This is an optimization exercise on Yosys and OpenROAD, whose aim is small area, not a production implementation.
The RTL was checked by simulation tests, not by an equivalence proof against the original design.
Power is estimated from default activity; no workload was simulated.

v36:
## matrix_io_top
module matrix_io_top #(
    parameter int max_slots = 4,
    parameter int max_dim   = 5
) (
    input  logic                 clk,
    input  logic                 rst_n,
    input  matrix_io_pkg::elem_t rx_data,
    input  logic                 rx_done,
    input  logic                 config_en,
    input  logic                 print_trigger,
    input  logic [3:0]           sw_select,
    input  logic                 tx_busy,
    output matrix_io_pkg::elem_t tx_data,
    output logic                 tx_start,
    output logic [3:0]           slot_valid
);
Size: roughly 2,000 cells after synthesis, about 31 I/O pins, roughly 26,000 um2 of cells after synthesis.
==> flow/config.mk <==
export PLATFORM = sky130hd
export DESIGN_NAME = matrix_io_top
export DESIGN_NICKNAME = matrix_io_top
export VERILOG_FILES = /design/flow/design.v
export SDC_FILE = /design/flow/constraint.sdc
export NUM_CORES = 4
export LEC_CHECK = 0
export CAP_MARGIN = 20
export CORE_MARGIN = 2
export CORE_UTILIZATION = 65
export CTS_BUF_LIST = sky130_fd_sc_hd__clkbuf_8
export CTS_CLUSTER_DIAMETER = 60
export CTS_CLUSTER_SIZE = 20
export PLACE_DENSITY = 0.75
export SLEW_MARGIN = 20
==> flow/constraint.sdc <==
create_clock -name core_clock -period 10.0 [get_ports {clk}]
set_input_delay 2.0000 -clock core_clock [delete_from_list [all_inputs] [get_ports {clk}]]
set_output_delay 2.0000 -clock core_clock [all_outputs]
set_load 0.01 [all_outputs]
standard.sh (not shown) runs the stock make flow with config.mk's settings and CLKGATE_MAP_FILE= SYNTH_SCRIPT=/design/flow/synth_recipe.tcl, a recipe that flattens the netlist after the stock synthesis.
==> flow/flow/run.sh <==
#!/bin/bash
# Own layout flow: the standard ORFS flow (standard.sh), with
#  - synthesis unchanged except for the ABC script, which maps for area
#    (amap) instead of the default delay-oriented mapping; registers are
#    mapped before ABC runs, so they are exactly the standard synthesis's;
#  - CTS without dummy loads;
#  - port buffers of the smallest buffer cell;
#  - no full/half-adder cell extraction before ABC.
# Every tool's output goes to the ORFS logs under orfs/logs; make's own
# output goes to flow_make.log in the work folder.
set -euo pipefail
cd "$(dirname "$0")/.."
W=$PWD

# synth.tcl with the ABC script replaced
python3 - "$FLOW_HOME/scripts/synth.tcl" "$W/flow/synth_area.tcl" "$W/flow/area.abc" <<'PY'
import sys
src, dst, abc = sys.argv[1:4]
t = open(src).read()
anchor = "source $::env(SCRIPTS_DIR)/synth_preamble.tcl\n"
assert anchor in t
t = t.replace(anchor, anchor +
    "set abc_args [list -script %s {*}$lib_args {*}$lib_dont_use_args]\n" % abc)
open(dst, "w").write(t)
PY
sed "s|source \$::env(SCRIPTS_DIR)/synth.tcl|source $W/flow/synth_area.tcl|" synth_recipe.tcl > flow/synth_recipe_area.tcl
grep -q "synth_area.tcl" flow/synth_recipe_area.tcl

# standard.sh with the synthesis script swapped
sed "s|SYNTH_SCRIPT=[^ ]*|SYNTH_SCRIPT=$W/flow/synth_recipe_area.tcl|" standard.sh > flow/standard_area.sh
grep -q "synth_recipe_area.tcl" flow/standard_area.sh

CTS_BUF=$(sed -n 's/.*CTS_BUF_LIST=\([^ ]*\).*/\1/p' standard.sh)
CTS_SIZE=$(sed -n 's/.*CTS_CLUSTER_SIZE=\([^ ]*\).*/\1/p' standard.sh)
CTS_DIAM=$(sed -n 's/.*CTS_CLUSTER_DIAMETER=\([^ ]*\).*/\1/p' standard.sh)
export CTS_ARGS="-sink_clustering_enable -repair_clock_nets -dont_use_dummy_load -sink_clustering_size $CTS_SIZE -sink_clustering_max_diameter $CTS_DIAM -buf_list $CTS_BUF"
export BUFFER_PORTS_ARGS="-buffer_cell sky130_fd_sc_hd__buf_1"
# leave adders to ABC instead of extracting full/half-adder cells
export ADDER_MAP_FILE=
if [[ -f flow/extra.env ]]; then source flow/extra.env; fi

bash flow/standard_area.sh > flow_make.log 2>&1
==> flow/flow/area.abc <==
strash
dc2
dch -f
amap
strash
dch -f
amap
topo
v36 ran to completion and came out clean on the timing, design-rule and antenna checks.
diff inputs: v36 => v14
- CTS_CLUSTER_DIAMETER: 60 -> 50
- CTS_CLUSTER_SIZE: 20 -> 18
==> comparison <==
- v14: flow completed, timing, DRC and antenna clean
- Compared with v36, v14 shows DRC marker count from the first detailed-route iteration higher by about 3%.
- Of v36 and v14, the higher achievable clock frequency belongs to v36.
- | share of total power in combinational logic | v14 vs v36 | 0.3 points lower |
- In the metrics for v36 and v14, the one carrying the higher part of the power in the clock network is v14.
- In the flow results for v36 and v14, the standby leakage power is larger on v14.
- From v36 to v14, multi-input combinational cell count did not move at all.
- A endpoint of the most critical setup path of u_store.ring[36][1] is what v14 shows, while u_store.ring[44][7] belongs to v36.
- Delta (v14 minus v36): required arrival time at the worst endpoint dropped 0.02 ns, average routed wire per standard cell grew by about 0.8%.

v10:
Another version of the RTL of matrix_io_top (not shown whole).
For scale: about 2200 cells after synthesis, roughly 900 flip-flops, roughly 31 I/O pins.
Settings: LEC_CHECK=0, CAP_MARGIN=20, CORE_MARGIN=2, CORE_UTILIZATION=40, SLEW_MARGIN=20; clock period 10.0 ns.
run.sh (not shown) runs the stock make flow with config.mk's settings and CLKGATE_MAP_FILE= SYNTH_SCRIPT=/design/flow/synth_recipe.tcl, a recipe that flattens the netlist after the stock synthesis.
Stock flow here: none of the scripts above is used.
Input-level comparison between v30 and v10:
Settings: a change of CORE_UTILIZATION from 40 to 65; an added PLACE_DENSITY of 0.75.
[summary]
- | power | v30 vs v10 | better |
- Diff v10 -> v30: length in cells of the worst reg-to-reg path went up, portion of the layout cell area used by non-clock buffers did not really move.
- Horizontal extent of the die: v30 and v10 compared, higher one is v10
- Re total net switching power: v30 is 3.1% down on v10.
- Launching element of the worst setup path: u_printer.rd_slot[0] -> v10, u_printer.rd_slot[1] -> v30
- In the tables for v30 and v10, area of the die reads higher with v10.

## run 1
Another version of the RTL of matrix_io_top (not shown whole).
Size: ~2000 cells after synthesis, roughly 0.029 sq mm of cells after synthesis.
Settings: LEC_CHECK=0, CAP_MARGIN=20, CORE_MARGIN=2, CORE_UTILIZATION=65, CTS_BUF_LIST=sky130_fd_sc_hd__clkbuf_8, CTS_CLUSTER_DIAMETER=50, CTS_CLUSTER_SIZE=16, PLACE_DENSITY=0.75, SLEW_MARGIN=20; clock period 10.0 ns.
standard.sh (not shown) runs the stock make flow with config.mk's settings and CLKGATE_MAP_FILE= SYNTH_SCRIPT=/design/flow/synth_recipe.tcl, a recipe that flattens the netlist after the stock synthesis.
==> flow/flow/run.sh <==
#!/bin/bash
# Standard layout, unchanged.
cd "$(dirname "$0")/.."
bash standard.sh > standard.log 2>&1
Modified inputs, run 2 compared to run 1
==> flow/run.sh (new file) <==
#!/bin/bash
# synth_recipe.tcl (not shown) runs the flow's synth.tcl, then flattens the netlist and writes it again
# the make line also repeats each setting of config.mk as NAME=value (left out here)
make -C /OpenROAD-flow-scripts/flow DESIGN_CONFIG=/design/flow/config.mk WORK_HOME=/design/flow/orfs CLKGATE_MAP_FILE= SYNTH_SCRIPT=/design/flow/synth_recipe.tcl finish
removed: flow/flow/run.sh
removed: flow/standard.sh
[summary]
Reported for run 1 and run 2, post-route fraction of the period consumed by the critical path turned out identical to the last digit. Total number of H-tree levels came out exactly the same in run 1 and run 2. As far as number of cells produced by synthesis is concerned, run 1 and run 2 perform about the same.
Setup changes, run 2 to run 3
- CTS_CLUSTER_SIZE now 22, was 16
==> comparison <==
Relative to run 2, the total number of H-tree levels of run 3 is lower by 1.
Looking at share of the core filled with cells in the final layout, run 3 sits 0.47 points below run 2.
Run 3 improves on run 2 in cell area.
Post-detailed-route via-to-cell ratio (run 3 over run 2): decrease, 0.38%
Diff run 2 -> run 3 | internal power of the cells | down by a few percent

-- afterwards: timing with drivers on the ports --
The flow's constraints put no driver on any port. The routed layouts listed below were extracted and timed again, unchanged, in two steps. Step 1: set_driving_cell puts a clkbuf_16 on clk and a buf_2 on each other input, an assumption about the parent block. Step 2, shift: input delay + t, output delay - t, t = (earliest + latest rising clock arrival at the registers) / 2. This alone moves slack from input paths to output paths. Three values: no drivers, after step 1, after step 2; two values: the first two.
run | t, ns | setup WS [ns] | worst setup path after step 2 | pins driven straight from the clock port
v36 | 0.692 | 4.756 / 4.781 / 4.089 | input to register | 1
v14 | 0.673 | 4.704 / 4.729 / 4.056 | input to register | 1
v10 | 0.720 | 3.464 / 3.464 / 3.464 | register to register | 1
v30 | 0.700 | 3.615 / 3.615 / 3.615 | register to register | 1
run 1 | 0.712 | 4.933 / 4.933 / 4.417 | input to register | 1
run 2 | 0.712 | 4.933 / 4.933 / 4.417 | input to register | 1
run 3 | 0.750 | 4.933 / 4.933 / 4.426 | input to register | 1
After both steps setup and hold are still met in every run listed. For v36, which loses most, drivers alone change the setup slack by +0.025 ns; drivers and shift together by -0.667 ns.
